From an optimization exercise on the open Yosys and OpenROAD flow, aimed at small area, a short achievable clock period and few clock cycles per item; shortcuts taken in it are not production practice. The RTL was checked by simulation tests, not by an equivalence proof against the original design. Power and IR drop assume default switching activity.

==> design/flow/design.v <==
package arpc_pkg;
  localparam int IP_W   = 32;
  localparam int MAC_W  = 48;
  localparam int AOP_W  = 16;
  localparam int STAT_W = 3;
  localparam int CFG_IDX_W  = 3;
  localparam int CFG_DATA_W = 48;
  localparam logic [1:0] OPC_RX_ARP  = 2'd0;
  localparam logic [1:0] OPC_ADD     = 2'd1;
  localparam logic [1:0] OPC_DELETE  = 2'd2;
  localparam logic [1:0] OPC_RESOLVE = 2'd3;
  localparam logic [AOP_W-1:0] ARP_OP_REQUEST = 16'd1;
  localparam logic [AOP_W-1:0] ARP_OP_REPLY   = 16'd2;
  localparam logic [1:0] TX_OP_REQUEST = 2'd1;
  localparam logic [1:0] TX_OP_REPLY   = 2'd2;
  localparam logic [STAT_W-1:0] ST_DONE      = 3'd0;
  localparam logic [STAT_W-1:0] ST_HIT       = 3'd1;
  localparam logic [STAT_W-1:0] ST_MISS      = 3'd2;
  localparam logic [STAT_W-1:0] ST_DEL_NF    = 3'd3;
  localparam logic [STAT_W-1:0] ST_NO_RECORD = 3'd4;
  localparam logic [STAT_W-1:0] ST_FULL      = 3'd5;
  localparam logic [CFG_IDX_W-1:0] CFG_OWN_IP0  = 3'd0;
  localparam logic [CFG_IDX_W-1:0] CFG_OWN_MAC0 = 3'd1;
  localparam logic [CFG_IDX_W-1:0] CFG_OWN_IP1  = 3'd2;
  localparam logic [CFG_IDX_W-1:0] CFG_OWN_MAC1 = 3'd3;
  localparam logic [CFG_IDX_W-1:0] CFG_DYN_MODE = 3'd4;
  typedef enum logic [1:0] {
    S_IDLE,
    S_SEARCH,
    S_FINISH
  } ctrl_state_t;
  typedef enum logic [1:0] {
    CMD_NONE,
    CMD_SET_MAC,
    CMD_INSERT,
    CMD_CLEAR
  } cmd_kind_t;
  typedef struct packed {
    logic             live;
    logic [IP_W-1:0]  ip;
    logic             prt;
    logic             use_port;
    logic             hit;
    logic             free;
    logic [MAC_W-1:0] mac;
  } tok_t;
  typedef struct packed {
    cmd_kind_t        kind;
    logic [IP_W-1:0]  ip;
    logic [MAC_W-1:0] mac;
    logic             prt;
  } cmd_t;
endpackage
module arpc_cell
(
  input  logic clk,
  input  logic rst_n,
  input  arpc_pkg::tok_t tok_in,
  input  arpc_pkg::cmd_t cmd,
  output arpc_pkg::tok_t tok_out
);
  logic             valid_r;
  logic [arpc_pkg::IP_W-1:0]  ip_r;
  logic [arpc_pkg::MAC_W-1:0] mac_r;
  logic             port_r;
  logic             hit_claim_r;
  logic             free_claim_r;
  arpc_pkg::tok_t             tok_r;
  arpc_pkg::tok_t             tok_nxt;
  logic             entry_match;
  assign entry_match = valid_r && (ip_r == tok_in.ip) &&
                       (!tok_in.use_port || (port_r == tok_in.prt));
  always_comb begin
    tok_nxt = tok_in;
    if (entry_match && !tok_in.hit) begin
      tok_nxt.hit = 1'b1;
      tok_nxt.mac = mac_r;
    end
    if (!valid_r && !tok_in.free) begin
      tok_nxt.free = 1'b1;
    end
  end
  always_ff @(posedge clk) begin
    if (!rst_n) begin
      tok_r.live   <= 1'b0;
      hit_claim_r  <= 1'b0;
      free_claim_r <= 1'b0;
    end else begin
      tok_r <= tok_nxt;
      if (tok_in.live) begin
        hit_claim_r  <= entry_match && !tok_in.hit;
        free_claim_r <= !valid_r && !tok_in.free;
      end
    end
  end
  always_ff @(posedge clk) begin
    if (!rst_n) begin
      valid_r <= 1'b0;
    end else begin
      case (cmd.kind)
        arpc_pkg::CMD_INSERT: if (free_claim_r) valid_r <= 1'b1;
        arpc_pkg::CMD_CLEAR:  if (hit_claim_r) valid_r <= 1'b0;
        default: ;
      endcase
    end
  end
  always_ff @(posedge clk) begin
    case (cmd.kind)
      arpc_pkg::CMD_SET_MAC: begin
        if (hit_claim_r) mac_r <= cmd.mac;
      end
      arpc_pkg::CMD_INSERT: begin
        if (free_claim_r) begin
          ip_r   <= cmd.ip;
          mac_r  <= cmd.mac;
          port_r <= cmd.prt;
        end
      end
      default: ;
    endcase
  end
  assign tok_out = tok_r;
endmodule
module arpc_ctrl
#(
  parameter int PORT_COUNT = 2
) (
  input  logic                  clk,
  input  logic                  rst_n,
  input  logic                  in_valid,
  output logic                  in_stall,
  input  logic [1:0]            in_opcode,
  input  logic                  in_port,
  input  logic [arpc_pkg::AOP_W-1:0]      in_arp_operation,
  input  logic [arpc_pkg::IP_W-1:0]       in_sender_ip,
  input  logic [arpc_pkg::MAC_W-1:0]      in_sender_mac,
  input  logic [arpc_pkg::IP_W-1:0]       in_target_ip,
  input  logic                  in_cache_only,
  output logic                  out_valid,
  input  logic                  out_stall,
  output logic [arpc_pkg::STAT_W-1:0]     out_status,
  output logic                  out_tx_valid,
  output logic [1:0]            out_tx_operation,
  output logic                  out_tx_port,
  output logic [arpc_pkg::MAC_W-1:0]      out_tx_sender_mac,
  output logic [arpc_pkg::IP_W-1:0]       out_tx_sender_ip,
  output logic [arpc_pkg::MAC_W-1:0]      out_tx_target_mac,
  output logic [arpc_pkg::IP_W-1:0]       out_tx_target_ip,
  output logic [arpc_pkg::MAC_W-1:0]      out_resolved_mac,
  input  logic                  cfg_valid,
  output logic                  cfg_ready,
  input  logic [arpc_pkg::CFG_IDX_W-1:0]  cfg_index,
  input  logic [arpc_pkg::CFG_DATA_W-1:0] cfg_data,
  output arpc_pkg::tok_t                  tok_launch,
  input  arpc_pkg::tok_t                  tok_tail,
  output arpc_pkg::cmd_t                  cmd
);
  arpc_pkg::ctrl_state_t state_r, state_nxt;
  logic [arpc_pkg::IP_W-1:0]  own_ip0_r, own_ip1_r;
  logic [arpc_pkg::MAC_W-1:0] own_mac0_r, own_mac1_r;
  logic             dyn_mode_r;
  logic [1:0]       opc_r;
  logic             prt_r;
  logic [arpc_pkg::AOP_W-1:0] aop_r;
  logic [arpc_pkg::IP_W-1:0]  sip_r;
  logic [arpc_pkg::MAC_W-1:0] smac_r;
  logic [arpc_pkg::IP_W-1:0]  tip_r;
  logic             co_r;
  arpc_pkg::tok_t             launch_r;
  arpc_pkg::tok_t             tail_r;
  logic             in_beat;
  logic             load;
  logic             prt_in;
  logic [arpc_pkg::IP_W-1:0]  key_in;
  logic             use_port_in;
  logic [arpc_pkg::IP_W-1:0]  own_ip;
  logic [arpc_pkg::MAC_W-1:0] own_mac;
  logic             is_learn;
  logic [arpc_pkg::STAT_W-1:0] res_status;
  logic              res_tx_valid;
  logic [1:0]        res_tx_op;
  logic [arpc_pkg::MAC_W-1:0]  res_tx_smac;
  logic [arpc_pkg::IP_W-1:0]   res_tx_sip;
  logic [arpc_pkg::MAC_W-1:0]  res_tx_tmac;
  logic [arpc_pkg::IP_W-1:0]   res_tx_tip;
  logic [arpc_pkg::MAC_W-1:0]  res_rmac;
  arpc_pkg::cmd_kind_t         res_cmd;
  logic              out_valid_r, out_valid_nxt;
  logic [arpc_pkg::STAT_W-1:0] status_r;
  logic              tx_valid_r;
  logic [1:0]        tx_op_r;
  logic              tx_port_r;
  logic [arpc_pkg::MAC_W-1:0]  tx_smac_r;
  logic [arpc_pkg::IP_W-1:0]   tx_sip_r;
  logic [arpc_pkg::MAC_W-1:0]  tx_tmac_r;
  logic [arpc_pkg::IP_W-1:0]   tx_tip_r;
  logic [arpc_pkg::MAC_W-1:0]  rmac_r;
  assign cfg_ready = 1'b1;
  assign in_beat   = in_valid && !in_stall;
  assign prt_in    = (32'(in_port) >= PORT_COUNT) ? 1'(PORT_COUNT - 1) : in_port;
  always_comb begin
    case (in_opcode)
      arpc_pkg::OPC_RESOLVE: begin
        key_in      = in_target_ip;
        use_port_in = 1'b1;
      end
      arpc_pkg::OPC_DELETE: begin
        key_in      = in_sender_ip;
        use_port_in = 1'b1;
      end
      default: begin
        key_in      = in_sender_ip;
        use_port_in = 1'b0;
      end
    endcase
  end
  always_ff @(posedge clk) begin
    if (!rst_n) begin
      own_ip0_r  <= '0;
      own_mac0_r <= '0;
      own_ip1_r  <= '0;
      own_mac1_r <= '0;
      dyn_mode_r <= 1'b0;
    end else if (cfg_valid && cfg_ready) begin
      unique case (cfg_index)
        arpc_pkg::CFG_OWN_IP0:  own_ip0_r  <= cfg_data[arpc_pkg::IP_W-1:0];
        arpc_pkg::CFG_OWN_MAC0: own_mac0_r <= cfg_data[arpc_pkg::MAC_W-1:0];
        arpc_pkg::CFG_OWN_IP1:  own_ip1_r  <= cfg_data[arpc_pkg::IP_W-1:0];
        arpc_pkg::CFG_OWN_MAC1: own_mac1_r <= cfg_data[arpc_pkg::MAC_W-1:0];
        arpc_pkg::CFG_DYN_MODE: dyn_mode_r <= cfg_data[0];
        default: ;
      endcase
    end
  end
  always_ff @(posedge clk) begin
    if (in_beat) begin
      opc_r  <= in_opcode;
      prt_r  <= prt_in;
      aop_r  <= in_arp_operation;
      sip_r  <= in_sender_ip;
      smac_r <= in_sender_mac;
      tip_r  <= in_target_ip;
      co_r   <= in_cache_only;
    end
    if (tok_tail.live) begin
      tail_r <= tok_tail;
    end
  end
  always_ff @(posedge clk) begin
    if (!rst_n) begin
      launch_r.live <= 1'b0;
      state_r       <= arpc_pkg::S_IDLE;
    end else begin
      launch_r.live <= in_beat;
      state_r       <= state_nxt;
    end
    if (in_beat) begin
      launch_r.ip       <= key_in;
      launch_r.prt      <= prt_in;
      launch_r.use_port <= use_port_in;
      launch_r.hit      <= 1'b0;
      launch_r.free     <= 1'b0;
      launch_r.mac      <= '0;
    end
  end
  assign tok_launch = launch_r;
  assign own_ip  = prt_r ? own_ip1_r : own_ip0_r;
  assign own_mac = prt_r ? own_mac1_r : own_mac0_r;
  assign is_learn = (opc_r == arpc_pkg::OPC_ADD) ||
                    ((opc_r == arpc_pkg::OPC_RX_ARP) && (aop_r == arpc_pkg::ARP_OP_REPLY));
  always_comb begin
    res_status   = arpc_pkg::ST_DONE;
    res_tx_valid = 1'b0;
    res_tx_op    = '0;
    res_tx_smac  = '0;
    res_tx_sip   = '0;
    res_tx_tmac  = '0;
    res_tx_tip   = '0;
    res_rmac     = '0;
    res_cmd      = arpc_pkg::CMD_NONE;
    if (is_learn) begin
      if (tail_r.hit) begin
        res_cmd = arpc_pkg::CMD_SET_MAC;
      end else if (tail_r.free) begin
        res_cmd = arpc_pkg::CMD_INSERT;
      end else begin
        res_status = arpc_pkg::ST_FULL;
      end
    end else if (opc_r == arpc_pkg::OPC_RX_ARP) begin
      if ((aop_r == arpc_pkg::ARP_OP_REQUEST) && (tip_r == own_ip)) begin
        res_tx_valid = 1'b1;
        res_tx_op    = arpc_pkg::TX_OP_REPLY;
        res_tx_smac  = own_mac;
        res_tx_sip   = tip_r;
        res_tx_tmac  = smac_r;
        res_tx_tip   = sip_r;
      end
    end else if (opc_r == arpc_pkg::OPC_DELETE) begin
      if (tail_r.hit) begin
        res_cmd = arpc_pkg::CMD_CLEAR;
      end else begin
        res_status = arpc_pkg::ST_DEL_NF;
      end
    end else begin
      if (tail_r.hit) begin
        res_status = arpc_pkg::ST_HIT;
        res_rmac   = tail_r.mac;
      end else if (co_r) begin
        res_status = arpc_pkg::ST_MISS;
      end else if (dyn_mode_r) begin
        res_status   = arpc_pkg::ST_MISS;
        res_tx_valid = 1'b1;
        res_tx_op    = arpc_pkg::TX_OP_REQUEST;
        res_tx_smac  = own_mac;
        res_tx_sip   = own_ip;
        res_tx_tip   = tip_r;
      end else begin
        res_status = arpc_pkg::ST_NO_RECORD;
      end
    end
  end
  always_comb begin
    state_nxt = state_r;
    unique case (state_r)
      arpc_pkg::S_IDLE:   if (in_beat) state_nxt = arpc_pkg::S_SEARCH;
      arpc_pkg::S_SEARCH: if (tok_tail.live) state_nxt = arpc_pkg::S_FINISH;
      arpc_pkg::S_FINISH: if (!out_valid_r || !out_stall) state_nxt = arpc_pkg::S_IDLE;
      default:  state_nxt = arpc_pkg::S_IDLE;
    endcase
  end
  always_comb begin
    in_stall = 1'b1;
    load     = 1'b0;
    cmd.kind = arpc_pkg::CMD_NONE;
    cmd.ip   = sip_r;
    cmd.mac  = smac_r;
    cmd.prt  = prt_r;
    unique case (state_r)
      arpc_pkg::S_IDLE: in_stall = 1'b0;
      arpc_pkg::S_SEARCH: ;
      arpc_pkg::S_FINISH: begin
        if (!out_valid_r || !out_stall) begin
          load     = 1'b1;
          cmd.kind = res_cmd;
        end
      end
      default: ;
    endcase
  end
  always_comb begin
    out_valid_nxt = out_valid_r;
    if (load) begin
      out_valid_nxt = 1'b1;
    end else if (out_valid_r && !out_stall) begin
      out_valid_nxt = 1'b0;
    end
  end
  always_ff @(posedge clk) begin
    if (!rst_n) begin
      out_valid_r <= 1'b0;
    end else begin
      out_valid_r <= out_valid_nxt;
    end
  end
  always_ff @(posedge clk) begin
    if (load) begin
      status_r   <= res_status;
      tx_valid_r <= res_tx_valid;
      tx_op_r    <= res_tx_op;
      tx_port_r  <= res_tx_valid ? prt_r : 1'b0;
      tx_smac_r  <= res_tx_smac;
      tx_sip_r   <= res_tx_sip;
      tx_tmac_r  <= res_tx_tmac;
      tx_tip_r   <= res_tx_tip;
      rmac_r     <= res_rmac;
    end
  end
  assign out_valid         = out_valid_r;
  assign out_status        = status_r;
  assign out_tx_valid      = tx_valid_r;
  assign out_tx_operation  = tx_op_r;
  assign out_tx_port       = tx_port_r;
  assign out_tx_sender_mac = tx_smac_r;
  assign out_tx_sender_ip  = tx_sip_r;
  assign out_tx_target_mac = tx_tmac_r;
  assign out_tx_target_ip  = tx_tip_r;
  assign out_resolved_mac  = rmac_r;
endmodule
module arp_cache_and_responder_core
#(
  parameter int TABLE_ENTRIES = 16,
  parameter int PORT_COUNT    = 2
) (
  input  logic                  clk,
  input  logic                  rst_n,
  input  logic                  in_valid,
  output logic                  in_stall,
  input  logic [1:0]            in_opcode,
  input  logic                  in_port,
  input  logic [arpc_pkg::AOP_W-1:0]      in_arp_operation,
  input  logic [arpc_pkg::IP_W-1:0]       in_sender_ip,
  input  logic [arpc_pkg::MAC_W-1:0]      in_sender_mac,
  input  logic [arpc_pkg::IP_W-1:0]       in_target_ip,
  input  logic                  in_cache_only,
  output logic                  out_valid,
  input  logic                  out_stall,
  output logic [arpc_pkg::STAT_W-1:0]     out_status,
  output logic                  out_tx_valid,
  output logic [1:0]            out_tx_operation,
  output logic                  out_tx_port,
  output logic [arpc_pkg::MAC_W-1:0]      out_tx_sender_mac,
  output logic [arpc_pkg::IP_W-1:0]       out_tx_sender_ip,
  output logic [arpc_pkg::MAC_W-1:0]      out_tx_target_mac,
  output logic [arpc_pkg::IP_W-1:0]       out_tx_target_ip,
  output logic [arpc_pkg::MAC_W-1:0]      out_resolved_mac,
  input  logic                  cfg_valid,
  output logic                  cfg_ready,
  input  logic [arpc_pkg::CFG_IDX_W-1:0]  cfg_index,
  input  logic [arpc_pkg::CFG_DATA_W-1:0] cfg_data
);
  localparam int TOK_W = 1 + arpc_pkg::IP_W + 4 + arpc_pkg::MAC_W;
  logic [TOK_W*(TABLE_ENTRIES+1)-1:0] tok;
  arpc_pkg::cmd_t cmd;
  arpc_ctrl #(
    .PORT_COUNT(PORT_COUNT)
  ) u_ctrl (
    .clk               (clk),
    .rst_n             (rst_n),
    .in_valid          (in_valid),
    .in_stall          (in_stall),
    .in_opcode         (in_opcode),
    .in_port           (in_port),
    .in_arp_operation  (in_arp_operation),
    .in_sender_ip      (in_sender_ip),
    .in_sender_mac     (in_sender_mac),
    .in_target_ip      (in_target_ip),
    .in_cache_only     (in_cache_only),
    .out_valid         (out_valid),
    .out_stall         (out_stall),
    .out_status        (out_status),
    .out_tx_valid      (out_tx_valid),
    .out_tx_operation  (out_tx_operation),
    .out_tx_port       (out_tx_port),
    .out_tx_sender_mac (out_tx_sender_mac),
    .out_tx_sender_ip  (out_tx_sender_ip),
    .out_tx_target_mac (out_tx_target_mac),
    .out_tx_target_ip  (out_tx_target_ip),
    .out_resolved_mac  (out_resolved_mac),
    .cfg_valid         (cfg_valid),
    .cfg_ready         (cfg_ready),
    .cfg_index         (cfg_index),
    .cfg_data          (cfg_data),
    .tok_launch        (tok[0 +: TOK_W]),
    .tok_tail          (tok[TABLE_ENTRIES*TOK_W +: TOK_W]),
    .cmd               (cmd)
  );
  for (genvar g = 0; g < TABLE_ENTRIES; g++) begin : g_cell
    arpc_cell u_cell (
      .clk     (clk),
      .rst_n   (rst_n),
      .tok_in  (tok[g*TOK_W +: TOK_W]),
      .cmd     (cmd),
      .tok_out (tok[(g+1)*TOK_W +: TOK_W])
    );
  end
endmodule
==> design/flow/run.sh <==
#!/bin/bash
# synth_recipe.tcl (not shown) runs the flow's synth.tcl, then flattens the netlist and writes it again
# the make line also repeats each setting of config.mk as NAME=value (left out here)
make -C /OpenROAD-flow-scripts/flow DESIGN_CONFIG=/design/flow/config.mk WORK_HOME=/design/flow/orfs CLKGATE_MAP_FILE= SYNTH_SCRIPT=/design/flow/synth_recipe.tcl finish
==> design/flow/config.mk <==
export PLATFORM = sky130hd
export DESIGN_NAME = arp_cache_and_responder_core
export DESIGN_NICKNAME = arp_cache_and_responder_core
export VERILOG_FILES = /design/flow/design.v
export SDC_FILE = /design/flow/constraint.sdc
export NUM_CORES = 4
export LEC_CHECK = 0
export CAP_MARGIN = 20
export CORE_MARGIN = 2
export CORE_UTILIZATION = 40
export SLEW_MARGIN = 20
==> design/flow/constraint.sdc <==
create_clock -name core_clock -period 5.0 [get_ports {clk}]
set_input_delay 1.0000 -clock core_clock [delete_from_list [all_inputs] [get_ports {clk}]]
set_output_delay 1.0000 -clock core_clock [all_outputs]
set_load 0.01 [all_outputs]
==> notes.md <==
## cells in the mapped netlist, types with 18 or more instances
cell,count
o2bb2ai_1,32
nor2_1,39
dfxtp_1,229
a22o_1,34
and2_1,146
edfxtp_1,3036
nand3_1,23
nand2_1,376
nand2b_1,49
or2_2,18
nor2b_1,52
nor3_1,21
mux2_2,752
clkbuf_1,181
and3_1,64
a21boi_0,161
xnor2_1,91
xor2_1,456
a211oi_2,20
a211oi_1,28
mux2i_1,111
nor4_1,123
nand4_1,30
## final timing paths
kind | depth (start not counted) | end | from | slack, ps
worst max register to register | 11 | g_cell[3].u_cell.mac_r[30] | u_ctrl.aop_r[3] | 940
worst min-delay path | 0 | u_ctrl.tail_r[24] | g_cell[15].u_cell.tok_r[24] | 410
worst max-delay path | 11 | g_cell[3].u_cell.mac_r[30] | u_ctrl.aop_r[3] | 940
worst min register to register | 0 | u_ctrl.tail_r[24] | g_cell[15].u_cell.tok_r[24] | 410
## kinds of logic (layout without fill, tap and decap cells)
group / count (synthesis) / after routing / synth area share (%)
other: 1 / 8 / 0.003162
adder cells (fa/ha/maj): 5 / 5 / 0.05275
multiplexers: 864 / 864 / 8.088
buffers and inverters: 220 / 1214 / 0.7480
AO/OA/AOI/OAI: 312 / 312 / 2.100
flip-flops: 3265 / 3265 / 80.73
XOR/XNOR: 547 / 547 / 4.039
AND/OR/NAND/NOR: 966 / 966 / 4.234
## per-stage QoR
stage	hold WS (ps)	util, %	std cells	area, um^2	setup slack, ps
6_report	406.8	47.49	11100	139900	944.6
5_1_grt	420.7	47.49	11100	139900	626.8
4_1_cts	409.2	47.47	11090	139800	907.0
3_5_place_dp	404.5	43.75	10470	128900	706.8
3_3_place_gp	401.0	43.75	10470	128900	747.9
2_1_floorplan	400.3	-	6180	118600	119.0
## worst max-delay path, stage by stage (launching register included)
cell and delay [ps]:
edfxtp_1 360, nor4_1 330, and4_1 420, a31oi_1 250
nor3_1 330, nand2_1 130, a21oi_1 240, ha_1 600
buf_4 300, nand2b_1 90, and3_2 420, buf_12 290
## layer usage
layer  GRT usage, %  vias up
li1               -    25090
met1          23.73    29040
met2          29.40     1273
met3          3.231      390
met4          4.378       26
met5              0        -
## flip-flops by register name, summed over array words and instances (netlist names), 35 cells and up
| name | cells |
|---|---|
| g_cell.u_cell.tok_r | 1326 |
| u_ctrl.smac_r | 48 |
| g_cell.u_cell.mac_r | 768 |
| u_ctrl.tail_r | 50 |
| u_ctrl.tx_tmac_r | 48 |
| u_ctrl.tx_smac_r | 48 |
| u_ctrl.launch_r | 35 |
| u_ctrl.own_mac0_r | 48 |
| u_ctrl.rmac_r | 48 |
| u_ctrl.own_mac1_r | 48 |
| g_cell.u_cell.ip_r | 512 |
## cells in the final DEF, fill, tap and decap left out, types with 20 or more instances in the layout
| cell | count |
|---|---|
| clkbuf_1 | 64 |
| mux2i_1 | 111 |
| bufinv_16 | 31 |
| a211oi_2 | 20 |
| dfxtp_1 | 228 |
| xnor2_1 | 91 |
| a22o_1 | 34 |
| mux2_2 | 752 |
| nand4_1 | 30 |
| nand3_1 | 21 |
| clkbuf_16 | 342 |
| a211oi_1 | 28 |
| clkinv_1 | 69 |
| nand2b_1 | 49 |
| o2bb2ai_1 | 32 |
| clkinv_2 | 67 |
| nor2b_1 | 52 |
| xor2_1 | 456 |
| nand2_1 | 375 |
| and2_1 | 146 |
| and3_1 | 48 |
| nor4_1 | 110 |
| buf_4 | 122 |
| a21boi_0 | 161 |
| clkdlybuf4s50_1 | 403 |
| buf_12 | 51 |
| nor2_1 | 37 |
| edfxtp_1 | 3036 |
## power by group through the flow
stage	combinational [uW]	clock [uW]	sequential [uW]
floorplan	625	0	31500
finish	1490	24800	31100
global route	1600	26400	31200
detailed placement	1490	0	31700
CTS	1500	25400	31200
global placement	1480	0	31700
## area by class of cell
cell class / instances / share of cell area (%)
sequential: 3265 / 68.45
multi-input combinational: 2695 / 15.82
clock buffer: 413 / 6.346
timing repair buffer: 580 / 4.320
tap: 3919 / 3.505
clock inverter: 204 / 1.495
inverter: 17 / 0.04830
antenna: 7 / 0.01252
==> notes.md <==
* Maximum vdd ir drop at 299.3 uV
* Largest net degree at the start of global routing at 140
* Row count at 199
* First-pass GRT wire length at 394100 um
* Relative slew slack at 25.05%
* Combinational power share at 2.6%
* Post-synth EDFFs at 3036
* Sequential Power Share at 54.2%
* Max cap viols at 0
* Fmax at 246.6 MHz
* Worst hold-check path type: flop to flop
* Reg area at 95760 um^2
* Clk_skew at 49.85 ps
* Synth unique cells at 53
* Req. time, crit path at 5620 ps
* Root Buffer: clkbuf_16
* Final WL at 268500 um
* CTS tree: done
* Hold Violations, Final at 0
* PD cells at 410.5 nW/um^2
* Total grt overflow at 0
* Pleak at 0.04571 uW
* Share of layout cells above drive strength 1 at 20.88%
* Hold_buf cts at 0
* Top-area cell type share of the netlist area at 76.87%
* Post-synthesis cell count at 6180
* H-Tree Depth at 5
* Die H at 548.5 um
* Post-DP HPWL at 174700 um
* Die ar. at 300900 um^2
* Nets at 7090
* WS Path Type: flop to flop
* First-pass DRT Iterations at 9
* Multi-input logic area at 22130 um^2
* Maximum clock path buffer count at 4
* Fill cell count at 24210
* Sequential area share after synthesis at 80.73%
* Switching share of power at 20.64%
* Tmin final at 4055 ps
* Max FO, Critical Path at 31
* Reported net switching power at 11850 uW
* Post-synthesis async set-or-reset flop share at 0%
* Synth area leaders: edfxtp_1, mux2_2, dfxtp_1
* Clock power share at 43.2%
* IO Count at 406
* Post-synth net total at 6373
* Via count at 55820
* Startpoint Class: flop
* CTS buffer count at 338
* CP Data Arrival Time at 4680 ps
* Skew-Pair Late Insertion Delay at 920 ps
* Status: no timing/DRC/antenna violations
* M1 WL at 117000 um
* Crit. End Element: flop
* Total negative slack at 0 ps
* Clock Pin Slew Worst Setup and Hold Paths at 60 ps
* Setup violators final at 0
* Synth warnings at 2
* Pint at 45570 uW
* RSZ-0062 raised after global routing: no
* PostCTS Resize Cnt at 0
* Met3 wire length at 14060 um
* Ys flop type: edfxtp_1
* Met2 wire length at 131800 um
* Total track usage at 17.58%
* DRT iter0 DRCs at 4496
* Remaining DRCs at 0
* ANT nets after route at 0
* Worst-Margin Slew at 1124 ps
* Initial Util at 40.26%
* Dominant cell type by area after synthesis: edfxtp_1
* Post-CTS setup buffers at 0
* Post-DR wirelength/cell at 24.19 um
* Overall Power at 57430 uW
* Initial antenna violation count at 25
* Top layer in use: met5
* CTS Sinks at 3265
* Die Width at 548.5 um
* IO Port Bufs at 404
* Post-Syn Area at 118600 um^2
* Yosys reg bits at 3265
* Layout Area Growth over Synthesis at 17.95%
* Core area at 294600 um^2
* Synthesized area per cell at 19.19 um^2
* Vias per cell at 5.029
* Routability cong. at 0.8197
* Number of global-route vias before repair at 57930
* Max-slew violation count at 0
* Final period utilization at 81.11%
Testbench counts, summed over its fixed seeds: cycles 60,808, items 3,200.

-- separate check: timing with driven ports --
In the flow no input, the clock included, has a driving cell. The finished layout below was timed again as built, in two steps.
Step 1, drivers: a clkbuf_16 drives clk and a buf_2 each remaining input, both assumed.
Step 2 moves the port delays by t, midway between the first and last clock arrival at a register: inputs arrive t later, outputs are due t later. That takes back most of the time a late clock gives input paths.
Three values: no drivers, after step 1, after step 2; two values: the first two.
t (ns): 0.996
setup slack, ns: 0.945 / 0.945 / 0.803
worst hold slack (ns): 0.407 / 0.407 / 0.407
worst slew at a driven data input, ns: 0.13
cell pins on the clock port's net: 1
After both steps setup and hold are still met in this run. For this run, drivers alone change the setup slack by 0.000 ns; drivers and shift together by -0.142 ns.
